Background: an optimization exercise with open tools, aiming at small area, a short achievable clock period and few clock cycles. Do not read the settings as production practice. Only simulation tests tie the RTL to the original design; equivalence was not proved. No activity file was given, so power comes from the tool's default toggle rates.

// timed_task_dispatcher_unit
module timed_task_dispatcher_unit #(
    parameter int TASK_SLOTS = tdu_pkg::TASK_SLOTS_DEF
) (
    input  logic                        i_clk,
    input  logic                        i_rst_n,
    input  logic                        i_in_valid,
    output logic                        o_in_ready,
    input  logic [113:0]                i_in_data,
    output logic                        o_out_valid,
    input  logic                        i_out_ready,
    output logic [43:0]                 o_out_data,
    input  logic                        psel,
    input  logic                        penable,
    input  logic                        pwrite,
    input  logic [tdu_pkg::PADDR_W-1:0] paddr,
    input  logic [31:0]                 pwdata,
    output logic [31:0]                 prdata,
    output logic                        pready
);
    localparam int NS = 16;           
    localparam int RD = 2;            
    localparam int G  = 2 * RD;       
    localparam int NB = 8;            
    typedef enum logic [0:0] {S_IDLE, S_RUN} t_state;
    function automatic logic [NS-1:0] lowest(input logic [NS-1:0] m);
        logic [NS-1:0] r;
        logic          f;
        r = '0;
        f = 1'b0;
        for (int i = 0; i < NS; i++) begin
            if (m[i] && !f) begin
                r[i] = 1'b1;
                f    = 1'b1;
            end
        end
        lowest = r;
    endfunction
    function automatic logic [3:0] enc(input logic [NS-1:0] oh);
        logic [3:0] r;
        r = '0;
        for (int i = 0; i < NS; i++) if (oh[i]) r = r | 4'(i);
        enc = r;
    endfunction
    function automatic logic [5:0] bitlen32(input logic [31:0] x);
        logic [5:0] r;
        r = '0;
        for (int i = 0; i < 32; i++) if (x[i]) r = 6'(i + 1);
        bitlen32 = r;
    endfunction
    function automatic logic [4:0] popc(input logic [NS-1:0] x);
        logic [4:0] r;
        r = '0;
        for (int i = 0; i < NS; i++) r = r + 5'(x[i]);
        popc = r;
    endfunction
    t_state               st_q;
    logic [7:0]           hpl_q;
    logic [15:0]          tp_q;
    logic [NS-1:0]        v_q;
    logic [NS-1:0][3:0]   lid_q;
  ...
==> flow/config.mk <==
export PLATFORM = sky130hd
export DESIGN_NAME = timed_task_dispatcher_unit
export DESIGN_NICKNAME = timed_task_dispatcher_unit
export VERILOG_FILES = /design/flow/design.v
export SDC_FILE = /design/flow/constraint.sdc
export NUM_CORES = 4
export LEC_CHECK = 0
export CAP_MARGIN = 20
export CORE_MARGIN = 2
export CORE_UTILIZATION = 55
export CTS_CLUSTER_DIAMETER = 125
export CTS_CLUSTER_SIZE = 19
export SETUP_SLACK_MARGIN = 2.3
export SLEW_MARGIN = 30
==> flow/constraint.sdc <==
create_clock -name core_clock -period 10.0 [get_ports {i_clk}]
set_input_delay 2.0000 -clock core_clock [delete_from_list [all_inputs] [get_ports {i_clk}]]
set_output_delay 2.0000 -clock core_clock [all_outputs]
set_load 0.01 [all_outputs]
run.sh (not shown) runs the stock make flow with config.mk's settings and CLKGATE_MAP_FILE= SYNTH_SCRIPT=/design/flow/synth_recipe.tcl, a recipe that flattens the netlist after the stock synthesis.
The starting point completed without violations.
Testbench counts at the start, summed over its fixed seeds: cycles 26,332.
Change:
CTS_CLUSTER_DIAMETER = default   (was 125)
CTS_CLUSTER_SIZE = default   (was 19)
SETUP_SLACK_MARGIN = 2.0   (was 2.3)
- The new run went through all stages and came out clean
- routed wire length came out lower by 0.38%
- register-to-register slack degrades by 0.21 ns
- hold slack stays flat
- utilization came out higher by 1.3 points
- first-iteration DRC count came out higher by 2.0%
- power came out higher by 15%
- combinational power came out lower by about 2%
- clock-buffer cell count came out higher by 135

timed_task_dispatcher_unit again, from the RTL that the note above started with.
make LEC_CHECK=0 CAP_MARGIN=20 CORE_MARGIN=2 CORE_UTILIZATION=55 CTS_CLUSTER_DIAMETER=150 CTS_CLUSTER_SIZE=22 SETUP_SLACK_MARGIN=2.0 SLEW_MARGIN=30 finish   # period 10.0 ns
Testbench counts at the start, summed over its fixed seeds: cycles 26,332.
Change:
CORE_UTILIZATION = 58   (was 55)
CTS_CLUSTER_DIAMETER = 125   (was 150)
CTS_CLUSTER_SIZE = 19   (was 22)
Result: The new run completed with no timing, DRC or antenna violations. Wire length is higher by about 1.7%. Count of clock-buffer cells in the layout is higher by 37. Register-to-register slack gets better by 0.09 ns. Total power is higher by about 2.3%. Area after synthesis stays the same. Setup slack gets better by 0.0054 ns. Non-clock buffer count is higher by 39. Maximum frequency stays flat. Hold slack gets better by 0.024 ns. Final cell count is lower by about 0.7%. Global-route usage is higher by 2.8 points.

timed_task_dispatcher_unit again, from the RTL that the note above started with.
Settings: LEC_CHECK=0, CAP_MARGIN=20, CORE_MARGIN=2, CORE_UTILIZATION=55, CTS_CLUSTER_DIAMETER=125, CTS_CLUSTER_SIZE=19, SETUP_SLACK_MARGIN=2.0, SLEW_MARGIN=30; clock period 10.0 ns.
Testbench counts at the start, summed over its fixed seeds: cycles 26,332.
Next try:
--- a/flow/config.mk
+++ b/flow/config.mk
@@ -11,4 +11,4 @@
 export CTS_CLUSTER_DIAMETER = 125
 export CTS_CLUSTER_SIZE = 19
-export SETUP_SLACK_MARGIN = 2.0
+export SETUP_SLACK_MARGIN = 2.7
 export SLEW_MARGIN = 30
After rerunning: Routed wire length went up slightly; sequential cell count stays the same; clock skew went down by 0.022 ns; via count went up slightly; count of clock-buffer cells in the layout went up by 26; sequential share of layout area went down by 1.1 points.

[port drivers added, routing unchanged]
No port has a modelled driver above. Below, the same layouts with a new extraction and two added sets of constraints. Step 1 sets driving cells, clkbuf_16 on the clock port and buf_2 on the other inputs (assumed; they add their load-dependent delay and slew). Step 2 times the ports against the registers' clock, not the clock port: input delays grow and output delays shrink by t, the midpoint of the rising clock arrivals with the driver on. Three values: ideal ports, drivers, drivers and shift; two values: the first two.
run	t (ns)	slack for setup (ns)	worst setup path after step 2	pins driven straight from the clock port
the first run of note 1	1.001	2.243 / 2.243 / 1.484	input to register	1
the second run of note 1	1.044	2.036 / 2.036 / 1.091	input to register	1
the first run of note 2	0.970	1.972 / 1.972 / 1.179	input to register	1
the second run of note 2	0.986	1.978 / 2.056 / 1.076	input to register	1
the first run of note 3	1.002	2.132 / 2.138 / 1.216	input to register	1
the second run of note 3	1.018	2.372 / 2.372 / 1.559	input to register	1
After both steps every run listed still meets setup and hold. For the second run of note 1, which loses most, drivers alone change the setup slack by 0.000 ns; drivers and shift together by -0.945 ns.
